Source: an optimization exercise on an open RTL-to-GDS flow (aim: small area, a short achievable clock period and few clock cycles per item). Production flows keep margins and buffers that such runs may drop. Where RTL was checked, it was by simulation tests only, not by an equivalence proof against the original. No driver is modelled on the clock port, so clocking that relies on it looks cheaper here than on a real chip. Power and IR drop assume default switching activity.

lane 1:
Design afu_region_top, start of the top module:
module afu_region_top (
   input  logic                   i_clk,
   input  logic                   i_arst_n,
   input  logic                   i_req,
   input  logic [3-1:0]  i_req_pid,
   input  logic [1:0]             i_req_op,
   input  logic [4-1:0] i_req_addr,
   input  logic [64-1:0] i_req_wdata,
   output logic                   o_ack,
   output logic [64-1:0] o_rsp_rdata,
   output afu_region_pkg::afu_status_e            o_rsp_status
);
   logic [5-1:0] dec_wr;
   logic [5-1:0] dec_rd;
   logic                      dec_ack;
   afu_region_pkg::afu_status_e dec_status;
   logic [64-1:0]    dec_wdata_q;
   logic [64-1:0]    exe_rdata;
   afu_req_decode u_decode (
      .i_clk       (i_clk),
      .i_arst_n    (i_arst_n),
      .i_req       (i_req),
      .i_req_pid   (i_req_pid),
      .i_req_op    (i_req_op),
      .i_req_wdata (i_req_wdata),
      .o_wr        (dec_wr),
      .o_rd        (dec_rd),
      .o_wdata_q   (dec_wdata_q),
      .o_ack       (dec_ack),
      .o_status    (dec_status)
  ...
Size in the first run: ~1900 cells after synthesis.
==> flow/config.mk <==
export PLATFORM = sky130hd
export DESIGN_NAME = afu_region_top
export DESIGN_NICKNAME = afu_region_top
export VERILOG_FILES = /design/flow/design.v
export SDC_FILE = /design/flow/constraint.sdc
export NUM_CORES = 4
export LEC_CHECK = 0
export CAP_MARGIN = 20
export CORE_MARGIN = 2
export CORE_UTILIZATION = 65
export PLACE_DENSITY = 0.75
export SETUP_SLACK_MARGIN = 2.1
export SLEW_MARGIN = 20
==> flow/constraint.sdc <==
create_clock -name core_clock -period 4.0 [get_ports {i_clk}]
set_input_delay 0.8000 -clock core_clock [delete_from_list [all_inputs] [get_ports {i_clk}]]
set_output_delay 0.8000 -clock core_clock [all_outputs]
set_load 0.01 [all_outputs]
run.sh (not shown) runs the stock make flow with config.mk's settings and CLKGATE_MAP_FILE= SYNTH_SCRIPT=/design/flow/synth_recipe.tcl, a recipe that flattens the netlist after the stock synthesis.
### lane 1 -> lane 2
Settings: setting CTS_CLUSTER_SIZE to 30 for the first time; changing PLACE_DENSITY from 0.75 to 0.6; setting CTS_CLUSTER_DIAMETER to 100 for the first time; changing CORE_UTILIZATION from 65 to 40.
## What came out
- Cell count of the worst reg-to-reg path came out exactly the same in lane 2 and lane 1.
- Where worst setup slack is concerned, lane 1 is better than lane 2.
- Lane 1 → lane 2: wire length now sits higher, proportion of power drawn by the clock network now sits lower.
- The die area of lane 2 was inferior to that of lane 1.
- Relative to lane 1, the final cell area reported for lane 2 is lower.
- Compared with lane 1, in lane 2 count of non-filler cells in the finished layout now larger, ratio of final minimum period to clock period now sits higher.
- [lane 2] average wire per cell in the routed design fell about 3.2% relative to lane 1
#### Input delta (lane 3 over lane 2)
Settings: CTS_CLUSTER_SIZE: 30 -> unset; CTS_CLUSTER_DIAMETER: 100 -> unset; SETUP_SLACK_MARGIN: 2.1 -> 2.2.
Results
Global routing usage on met2: lower on lane 2
Cmp lane 3 and lane 2 / sequential share of layout area / higher: lane 2
Lane 3 -> lane 2: count of final max-slew check failures delta 0, exact match
Worst relative slew slack: lane 3 and lane 2 compared, higher one is lane 3
Lane 3 has non-clock buffer count in the final layout below what lane 2 had.
Core utilization: lane 3 and lane 2 compared, higher one is lane 3
Relative to lane 3, the following input files were edited for lane 4:
Settings: CTS_CLUSTER_DIAMETER: unset -> 100; SETUP_SLACK_MARGIN: 2.2 -> 2.1; CORE_UTILIZATION: 40 -> 65; PLACE_DENSITY: 0.6 -> 0.75; CTS_CLUSTER_SIZE: unset -> 30.
Notes after the runs:
Timing, DRC, antenna: 0 failures across lane 4 and lane 3. Summary of lane 4 over lane 3: combinational fraction of design power went up; number of gates on the worst path with buffers counted did not really move; global-route usage went up. Looking at clock-pin transition on the worst setup and hold timing paths, lane 4 sits 0.06 ns above lane 3. Of lane 4 and lane 3, the lower met2 wirelength from detailed routing belongs to lane 4. Relative to lane 3, the post-layout net count measured on lane 4 has decreased by a few percent. According to the power report, total power for lane 4 is lower than for lane 3. Status: sequential cell area parity (lane 4, lane 3). [diff] routed wire length, lane 4 relative to lane 3: improvement. Diff lane 4 and lane 3: first-iteration DRC count lower in lane 4.
> inputs changed (lane 4 -> lane 5)
Settings: CTS_CLUSTER_SIZE no longer set, was 30; SETUP_SLACK_MARGIN now 2.4, was 2.1; CORE_UTILIZATION now 40, was 65; PLACE_DENSITY now 0.6, was 0.75; CTS_CLUSTER_DIAMETER no longer set, was 100.
[summary]
Sequential cell area in the final layout of lane 5 is on par with lane 4. In the reports for lane 5 and lane 4, the smaller number of placement rows belongs to lane 4. On lane 5: die area is 61% higher than what lane 4 gave. Total stage count of the critical path: lane 4 vs lane 5 identical. Post-route cell area of lane 5 exceeds that of lane 4 by more than 10%. Delta (lane 5 minus lane 4): worst slack at placement went down by 0.12 ns; worst setup slack moved up; flip-flop and latch count after synthesis shows no meaningful change; horizontal die dimension went up.
Function was not checked in any run of this note: the RTL went through the layout flow alone.

Setup of east:
afu_region_top, a different RTL version from the one above (not shown whole).
For scale: about 1,200 cells after synthesis.
// afu_region_top
module afu_region_top (
   input  logic                   i_clk,
   input  logic                   i_arst_n,
   input  logic                   i_req,
   input  logic [3-1:0]  i_req_pid,
   input  logic [1:0]             i_req_op,
   input  logic [4-1:0] i_req_addr,
   input  logic [64-1:0] i_req_wdata,
   output logic                   o_ack,
   output logic [64-1:0] o_rsp_rdata,
   output afu_region_pkg::afu_status_e            o_rsp_status
);
   logic [2*4-1:0] dec_word_wr;
   logic                       dec_cnt_wr;
   logic [64-1:0]     dec_wdata_q;
   logic                       dec_ack;
   afu_region_pkg::afu_status_e dec_status;
   logic [2*4*64-1:0] exe_word;
   logic [2*4-1:0] exe_word_vld;
   logic [16-1:0]   exe_cnt;
   afu_req_decode u_decode (
      .i_clk       (i_clk),
      .i_arst_n    (i_arst_n),
      .i_req       (i_req),
      .i_req_pid   (i_req_pid),
      .i_req_op    (i_req_op),
      .i_req_addr  (i_req_addr),
      .i_req_wdata (i_req_wdata),
      .o_word_wr   (dec_word_wr),
      .o_cnt_wr    (dec_cnt_wr),
      .o_wdata_q   (dec_wdata_q),
      .o_ack       (dec_ack),
      .o_status    (dec_status)
   );
   afu_port_execute u_execute (
      .i_clk      (i_clk),
  ...
export LEC_CHECK = 0
export CAP_MARGIN = 20
export CORE_MARGIN = 2
export CORE_UTILIZATION = 65
export CTS_CLUSTER_DIAMETER = 100
export CTS_CLUSTER_SIZE = 30
export PLACE_DENSITY = 0.75
export SETUP_SLACK_MARGIN = 2.0
export SLEW_MARGIN = 20
export SYNTH_HIERARCHICAL = 1
create_clock -name core_clock -period 4.0 [get_ports {i_clk}]
standard.sh (not shown) runs the stock make flow with config.mk's settings and CLKGATE_MAP_FILE= SYNTH_SCRIPT=/design/flow/synth_recipe.tcl, a recipe that flattens the netlist after the stock synthesis.
==> flow/flow/run.sh <==
#!/bin/bash
set -euo pipefail
here=$(cd "$(dirname "${BASH_SOURCE[0]}")" && pwd)
export BUFFER_PORTS_ARGS="-buffer_cell sky130_fd_sc_hd__buf_2"
export POST_CTS_TCL="$here/post_cts.tcl"
bash standard.sh > standard.log 2>&1
==> flow/flow/post_cts.tcl <==
set block [ord::get_db_block]
set clk_net [$block findNet i_clk]
set removed 0
foreach it [$clk_net getITerms] {
  set inst [$it getInst]
  set master [[$inst getMaster] getName]
  if {![string match "sky130_fd_sc_hd__clkbuf_*" $master]} { continue }
  set out_net ""
  foreach oit [$inst getITerms] {
    if {[$oit isOutputSignal]} { set out_net [$oit getNet] }
  }
  if {$out_net eq ""} { continue }
  set loads {}
  set all_bufs 1
  foreach lit [$out_net getITerms] {
    if {[$lit getInst] eq $inst} { continue }
    lappend loads $lit
    if {![string match "sky130_fd_sc_hd__clkbuf_*" [[[$lit getInst] getMaster] getName]]} { set all_bufs 0 }
  }
  set port_pins [expr {[llength [$clk_net getITerms]] - 1 + [llength $loads]}]
  if {!$all_bufs || $port_pins > 4 || [llength [$out_net getBTerms]] > 0} { continue }
  puts "post_cts: removing clock root buffer [$inst getName] ($master), port now drives $port_pins pins"
  foreach lit $loads {
    $lit disconnect
    $lit connect $clk_net
  }
  $it disconnect
  odb::dbInst_destroy $inst
  odb::dbNet_destroy $out_net
  incr removed
  break
}
if {$removed} {
  estimate_parasitics -placement
  report_clock_skew
  report_worst_slack -max
  report_worst_slack -min
}
Testbench counts of east, summed over its fixed seeds: cycles 6,400, items 3,200.
Edits applied to the flow inputs when going from east to north:
# east
export LEC_CHECK = 0
export CAP_MARGIN = 20
export CORE_MARGIN = 2
export CORE_UTILIZATION = 65
export CTS_CLUSTER_DIAMETER = 100
export CTS_CLUSTER_SIZE = 30
export PLACE_DENSITY = 0.75
export SETUP_SLACK_MARGIN = 2.0
export SLEW_MARGIN = 20
export SYNTH_HIERARCHICAL = 1
create_clock -name core_clock -period 4.0 [get_ports {i_clk}]
# north
export LEC_CHECK = 0
export CAP_MARGIN = 20
export CORE_MARGIN = 2
export CORE_UTILIZATION = 80
export CTS_CLUSTER_DIAMETER = 100
export CTS_CLUSTER_SIZE = 30
export PLACE_DENSITY = 0.88
export SETUP_SLACK_MARGIN = 2.1
export SLEW_MARGIN = 20
export SYNTH_HIERARCHICAL = 1
create_clock -name core_clock -period 4.0 [get_ports {i_clk}]
==> run notes <==
Multi-input gate share of total cell area: north vs east — no meaningful difference. Summary of north over east: area of combinational cells with multiple inputs went up 0.89%; portion of total power attributed to the clock network held.

==> what the ideal ports hide <==
How much do the figures lean on ideal ports? The routed layouts below were timed once more, with nothing changed but the port constraints. Step 1 (the two cells are an assumption about what drives the block):
set clk [get_ports {i_clk}]
set_driving_cell -lib_cell sky130_fd_sc_hd__clkbuf_16 $clk
set_driving_cell -lib_cell sky130_fd_sc_hd__buf_2 [delete_from_list [all_inputs] $clk]
Step 2, shift: input delay + t, output delay - t, t = (earliest + latest rising clock arrival at the registers) / 2. This alone moves slack from input paths to output paths. a / b / c = ideal ports / drivers / drivers and shift; a / b = the first two.
run	shift t [ns]	slack for setup (ns)	worst setup path at the end	clock arrival spread, ns
lane 1	0.647	2.093 / 2.035 / 1.388	input to register	0.020 / 0.019
lane 2	0.677	2.059 / 1.998 / 1.463	input to register	0.025 / 0.024
lane 3	0.661	2.091 / 2.027 / 1.563	input to register	0.027 / 0.027
lane 4	0.649	2.068 / 2.011 / 1.442	input to register	0.045 / 0.046
lane 5	0.672	2.077 / 2.015 / 1.622	input to register	0.026 / 0.026
east	0.510	2.020 / 2.015 / 1.505	input to register	0.019 / 0.020
north	0.508	2.069 / 2.069 / 1.561	input to register	0.020 / 0.020
After both steps every run listed still meets setup and hold. The setup slack of lane 1, which loses most, moves by -0.058 ns with the drivers and by -0.705 ns with both steps.
